From an optimization exercise on the open Yosys and OpenROAD flow, aimed at small area, a short achievable clock period and few clock cycles per item; shortcuts taken in it are not production practice.
In this exercise RTL edits were held to simulation tests only and were not proved equivalent to the original.
Power figures rest on the tool's default switching activity, not on a simulated workload.

==> flow/design.v (outline; a module is shown in full before it is edited, if it fits) <==
// module tbeq_ctrl: 48 lines
// module tbeq_datapath: 166 lines
// module tbeq_booth: 21 lines
// module tbeq_add: 37 lines
// module tbeq_addgp: 35 lines
// module tbeq_pole_a: 644 lines
// module tbeq_gain: 1118 lines
// module three_band_equalizer: 53 lines
module three_band_equalizer
(
  input  logic                  clk,
  input  logic                  rst_n,
  input  logic                  in_valid,
  output logic                  in_ready,
  input  logic signed [15:0]    in_sample,
  input  logic                  in_block_start,
  output logic                  out_valid,
  input  logic                  out_ready,
  output logic signed [15:0]    out_sample,
  output logic                  out_clipped,
  input  logic                  cfg_valid,
  output logic                  cfg_ready,
  input  logic [tbeq_pkg::CFG_IDX_W-1:0]  cfg_index,
  input  logic [tbeq_pkg::CFG_DATA_W-1:0] cfg_data
);
  // ...
==> flow/run.sh <==
#!/bin/bash
# synth_recipe.tcl (not shown) runs the flow's synth.tcl, then flattens the netlist and writes it again
# the make line also repeats each setting of config.mk as NAME=value (left out here)
make -C /OpenROAD-flow-scripts/flow DESIGN_CONFIG=/design/flow/config.mk WORK_HOME=/design/flow/orfs CLKGATE_MAP_FILE= SYNTH_SCRIPT=/design/flow/synth_recipe.tcl finish
==> flow/config.mk <==
export PLATFORM = sky130hd
export DESIGN_NAME = three_band_equalizer
export DESIGN_NICKNAME = three_band_equalizer
export VERILOG_FILES = /design/flow/design.v
export SDC_FILE = /design/flow/constraint.sdc
export NUM_CORES = 4
export LEC_CHECK = 0
export CAP_MARGIN = 20
export CORE_MARGIN = 2
export CORE_UTILIZATION = 40
export SETUP_SLACK_MARGIN = 5
export SLEW_MARGIN = 20
==> flow/constraint.sdc <==
create_clock -name core_clock -period 11.0 [get_ports {clk}]
set_input_delay 2.2000 -clock core_clock [delete_from_list [all_inputs] [get_ports {clk}]]
set_output_delay 2.2000 -clock core_clock [all_outputs]
set_load 0.01 [all_outputs]
==> results.rst, run 1 <==
.. list-table::
   :header-rows: 1

   * - Metric
     - Value
   * - Internal power
     - 0.0167 W
   * - Vias post-DR
     - 68,800
   * - Startpoint class of the critical path
     - flop
   * - Reg-to-reg critical path startpoint
     - u_datapath.sx_r[2][0]$_DFF_P_
   * - Area fraction in compound gates after synthesis
     - 16.7%
   * - Largest registers in the final layout
     - u_datapath.q_r (119), u_datapath.sg_r (104), u_datapath.sx_r (104)
   * - Reg-to-reg slack, setup
     - about 5000 ps
   * - Max reg flops
     - 119
   * - Share of the final layout cell area in multi-input gates
     - 64.6%
   * - Buffers added on ports
     - 60
   * - CTS tree
     - built
   * - Number of buffers inserted to repair setup after CTS
     - 24
   * - CTS H-tree lvls
     - 3
   * - Overall die area
     - around 230,000 sq um
   * - Total of flip-flops plus latches after synthesis
     - 925
   * - Non-filler cells in the finished layout
     - 11,800
   * - Crit. Startpoint
     - u_datapath.sx_r[2][0]$_DFF_P_
   * - Reg clk slew, reported paths
     - 60 ps
   * - Largest stage delay on the critical path
     - 480 ps
   * - Status
     - no timing/DRC/antenna violations
   * - Relative area of clock buffers and inverters in the final design
     - 3.73%
   * - Non-clk invs
     - just under 900
   * - Total standard cell area after synthesis
     - 89,800 sq um
   * - RSZ-0062 raised after global routing
     - yes
   * - Top Consumer
     - combinational logic
   * - Clock network fraction of design power
     - between 10% and 20%
   * - Routed met2 length
     - 129,000 um
   * - I/O pin count
     - 62
   * - Resize count post-CTS
     - 46
   * - Core outline area
     - around 220,000 sq um
   * - Maximum clock frequency
     - roughly 170 MHz
   * - Seq/Total Area, Yosys
     - 23.4%
   * - Net switching fraction of the power
     - 49.1%
   * - Total number of cells along the worst setup path
     - 28
   * - Post-detailed-routing wire length
     - 286,000 um
   * - Global routing usage on met2
     - 38.8%
Testbench counts, summed over its fixed seeds: cycles 8,296, items 4,096.
==> inputs of run 2 (changes only) <==
--- a/flow/config.mk
+++ b/flow/config.mk
@@ -9,3 +9,3 @@
 export CORE_MARGIN = 2
-export CORE_UTILIZATION = 40
+export CORE_UTILIZATION = 55
 export SETUP_SLACK_MARGIN = 5
==> run 2 against run 1 <==
Sequential power is 2% lower. Synthesized cell count did not move. Setup slack got worse by 13 ps. First-iteration DRC count increased by 2.7%. Non-clock buffer count rose by 43. Power up 0.28%. Critical endpoint is now u_datapath.dif_r[3][24]$_DFF_P_.
==> results.rst, run 2 <==
.. list-table::
   :header-rows: 1

   * - Metric
     - Value
   * - Status
     - no timing/DRC/antenna violations (unchanged)
   * - Die H
     - 408 um (was 478 um)
   * - Initial standard-cell utilization of the core
     - 55.3% (was 40.3%)
   * - Slew headroom
     - 17.6% (was 15.9%)
   * - Transition time at the pin with the least slew margin
     - 1230 ps (was 1260 ps)
   * - Total of flip-flops plus latches after synthesis
     - 925 (unchanged)
   * - Commonest cells in the synthesized netlist
     - sky130_fd_sc_hd__xnor2_1 (1,121), sky130_fd_sc_hd__a22oi_1 (1,111), sky130_fd_sc_hd__fa_1 (1,089) (unchanged)
   * - Fraction of final layout cells with drive strength greater than 1
     - 8.48% (was 7.95%)
   * - Register with the most flip-flops
     - u_datapath.q_r (unchanged)
   * - Post-detailed-routing wire length
     - 290,000 um (was 286,000 um)
   * - Number of library cell types mapped by synthesis
     - 97 (unchanged)
   * - Routed wire per std cell
     - 26.2 um (was 24.2 um)
   * - Number of nets in the final layout
     - 10,400 (about the same)
   * - DRC violation total after the first TritonRoute iteration
     - 6,953 (was 6,768)
   * - Max Root-Sink Buffers
     - 3 (unchanged)
   * - Minimum period implied by the final worst setup slack
     - 6000 ps (was 5990 ps)
   * - RSZ-0062 raised after global routing
     - yes (unchanged)
   * - Critical hold path startpoint
     - u_datapath.tb_r[5]$_DFF_P_ (unchanged)
   * - Cell with the most instances after synthesis
     - sky130_fd_sc_hd__xnor2_1 (unchanged)
   * - Cell chosen for the clock root
     - sky130_fd_sc_hd__clkbuf_16 (unchanged)
   * - Post-DP Area
     - 92,300 sq um (was 93,000 sq um)
   * - Maximum net fanout on the critical path
     - 8 (was 7)
   * - Chip width
     - 408 um (was 478 um)
   * - Wire length of the first global-routing pass
     - 439,000 um (was 438,000 um)
   * - Startpoint class of the critical path
     - flop (unchanged)
   * - Largest registers in the final layout
     - u_datapath.q_r (119), u_datapath.sg_r (104), u_datapath.sx_r (104) (unchanged)
   * - Worst path arrival time
     - 6670 ps (was 6660 ps)
   * - Slowest cell on the critical path
     - sky130_fd_sc_hd__or4b_4 (unchanged)
   * - Seq/Total Area, Yosys
     - 23.4% (unchanged)
   * - Avg Cell Area, Syn
     - 9.89 sq um (unchanged)
   * - Non-filler cells in the finished layout
     - 11,100 (was 11,800)
   * - Aggregate global routing overflow
     - 0 (unchanged)
   * - CTS H-tree lvls
     - 3 (unchanged)
   * - Yosys top cell area share
     - 24.3% (unchanged)
   * - Routed vias/inst
     - 6.25 (was 5.82)
   * - Endpoint class of the critical path
     - flop (unchanged)
   * - Slew Viols, Final
     - 0 (unchanged)
   * - Total standard cell area after synthesis
     - 89,800 sq um (unchanged)
   * - Overall routing resource usage
     - 34.4% (was 24.7%)
   * - Final worst path period share
     - 54.5% (was 54.4%)
   * - Net count of the mapped netlist
     - 10,700 (unchanged)
   * - Overall die area
     - 166,000 sq um (was 228,000 sq um)
   * - Placement Rows
     - 148 (was 173)
   * - Clock latency of the later-clocked register in the worst-skew pair
     - 750 ps (was 770 ps)
   * - Highest ir drop seen on vdd
     - 0.429 mV (was 0.459 mV)
   * - I/O pin count
     - 62 (unchanged)
   * - DRC Markers
     - 0 (unchanged)
   * - Reg-to-reg critical path startpoint
     - u_datapath.sx_r[2][0]$_DFF_P_ (unchanged)
   * - Reg clk slew, reported paths
     - 60 ps (about the same)
   * - Via count of the first global-routing pass
     - 70,600 (was 71,000)
   * - Number of nets still failing antenna checks after routing
     - 0 (unchanged)
   * - Max-cap violations
     - 0 (unchanged)
   * - Max reg flops
     - 119 (unchanged)
   * - Most common cell after layout, fill and taps aside
     - sky130_fd_sc_hd__xnor2_1 (unchanged)
   * - Worst Hold Margin
     - 366 ps (was 389 ps)
   * - CTS tree
     - built (unchanged)
   * - Worst min-delay path category
     - reg -> reg (unchanged)
   * - Antenna violations before repair
     - 12 (was 13)
   * - Power, Total
     - 0.0330 W (was 0.0329 W)
   * - Power per standard cell area
     - 339 nW/um^2 (was 337 nW/um^2)
   * - Placer congestion estimate
     - 0.913 (was 0.912)
   * - CTS sink count
     - 925 (unchanged)
   * - Worst setup skew after layout
     - 51.1 ps (was 45.0 ps)
   * - Post-synth top flop
     - sky130_fd_sc_hd__dfxtp_1 (unchanged)
   * - Leakage power summed over all cells
     - 36.0 nW (was 35.7 nW)
   * - FFs w/ async S/R, synth
     - 0% (unchanged)
   * - Crit path required time
     - 11,670 ps (about the same)
   * - Largest stage delay on the critical path
     - 480 ps (about the same)
   * - Commonest non-fill, non-tap cells in the layout
     - sky130_fd_sc_hd__xnor2_1 (1,120), sky130_fd_sc_hd__a22oi_1 (1,110), sky130_fd_sc_hd__fa_1 (1,089) (unchanged)
   * - Maximum clock frequency
     - 167 MHz (about the same)
   * - First-pass iteration count of the detailed router
     - 6 (unchanged)
   * - Synth Instances
     - 9,082 (unchanged)
   * - Core outline area
     - 162,000 sq um (was 223,000 sq um)
   * - Cell type contributing the most total cell area after synthesis
     - sky130_fd_sc_hd__fa_1 (unchanged)
   * - Largest net degree at the start of global routing
     - 68 (was 111)
   * - Final sum of negative setup slack
     - 0 ps (unchanged)
   * - Final std cell area, no fill
     - 97,200 sq um (was 97,700 sq um)
   * - Crit. Startpoint
     - u_datapath.sx_r[2][0]$_DFF_P_ (unchanged)
   * - Vias post-DR
     - 69,200 (was 68,800)
   * - Post-detail-place hpwl
     - 200,000 um (about the same)
   * - Top post-synthesis cells by area
     - sky130_fd_sc_hd__fa_1 (24%), sky130_fd_sc_hd__dfxtp_1 (15%), sky130_fd_sc_hd__xnor2_1 (11%) (unchanged)
   * - CTS buffer count
     - 103 (was 104)
   * - Total placed cells including tap cells
     - 10,800 (was 11,600)
   * - Number of enable flip-flop cells after synthesis
     - 247 (unchanged)
   * - Hold-fix buffers, CTS
     - 0 (unchanged)
   * - Yosys warning total
     - 29 (unchanged)
   * - Buffers added on ports
     - 60 (unchanged)
   * - Final hold violation count
     - 0 (unchanged)
   * - Crit path kind
     - reg -> reg (unchanged)
   * - Area grow syn2layout
     - 8.28% (was 8.84%)
   * - Count of endpoints failing setup in the final report
     - 0 (unchanged)
## run 2: routing by layer
metal	global-route usage [%]	share of wire, %	vias up
li1	-	-	30100
met1	46.6	40	34600
met2	52.6	44	3752
met3	8.26	10	795
met4	15.1	5.0	12
met5	0	0.024	-
## run 2: final timing paths
kind | to | slack, ps | cells past startpoint
worst max-delay path | u_datapath.dif_r[3][24]$_DFF_P_ | 5000 | 26
worst min-delay path | u_datapath.tb_r[6]$_DFF_P_ | 370 | 0
worst max register to register | u_datapath.dif_r[3][24]$_DFF_P_ | 5000 | 26
worst min register to register | u_datapath.tb_r[6]$_DFF_P_ | 370 | 0
## run 2: layout make-up
| cell class | count | area (sq um) |
|---|---|---|
| sequential | 925 | 21000 |
| multi-input combinational | 6481 | 63200 |
| timing repair buffer | 396 | 3230 |
| antenna | 8 | 20.0 |
| clock inverter | 61 | 860 |
| tap | 2175 | 2720 |
| inverter | 885 | 3320 |
| fill | 13900 | 65200 |
| clock buffer | 135 | 2850 |
## run 2: repair_timing
item	in CTS	in global routing
gates cloned	5	5
endpoints found under the setup margin	55	29
endpoints found under the hold margin	0	0
pin swaps	23	57
gates resized for setup	45	80
setup buffers	24	38
## run 2: logic make-up (layout without fill, tap and decap cells)
logic type,count (synthesis),after routing,synth area share [%]
xor+xnor,1311,1311,12.8
fa+ha+maj,1604,1604,31.5
flops,925,925,23.4
compound gates,2104,2104,16.7
other cells,1,9,0.00418
buf+inv,1677,1477,7.03
simple gates,1350,1351,7.12
mux,110,110,1.52
## run 2: critical path: cells and delay by family (launching register included)
family | cells | cell delay, ps
and+or+nand+nor | 6 | 1430
buffers and inverters | 1 | 190
adders and majority gates | 1 | 290
AOI/OAI and AO/OA | 18 | 3700
DFF | 1 | 320
## run 2: report_power, final
group	switching, W	internal (W)
clock	0.00155	0.00221
combinational	0.0131	0.00947
sequential	0.00143	0.00523
## run 2: per-stage QoR
stage	utilization, %	setup WS, ps
floorplan	-	5020
global route	59.9	4760
finish	59.9	5000
detailed placement	56.8	3840
CTS	59.4	4950
global placement	56.8	3910

what the ideal ports hide:
How much do the figures lean on ideal ports? The routed layouts below were timed once more, with nothing changed but the port constraints. Step 1 assumes that a clkbuf_16 drives the clock port and a buf_2 every other input. Step 2 also shifts input and output timing later by t, the mid clock arrival at the registers, as if the neighbouring blocks saw the same clock. a / b / c = ideal ports / drivers / drivers and shift; a / b = the first two.
| run | t (ns) | slack for setup (ns) | hold WS [ns] | worst register clock-pin slew, ns | pins driven straight from the clock port |
|---|---|---|---|---|---|
| run 1 | 0.847 | 5.015 / 5.015 / 5.015 | 0.389 / 0.389 / 0.389 | 0.07 / 0.07 | 1 |
| run 2 | 0.807 | 5.002 / 5.002 / 5.002 | 0.366 / 0.366 / 0.366 | 0.07 / 0.07 | 1 |
After both steps setup and hold are still met in every run listed.
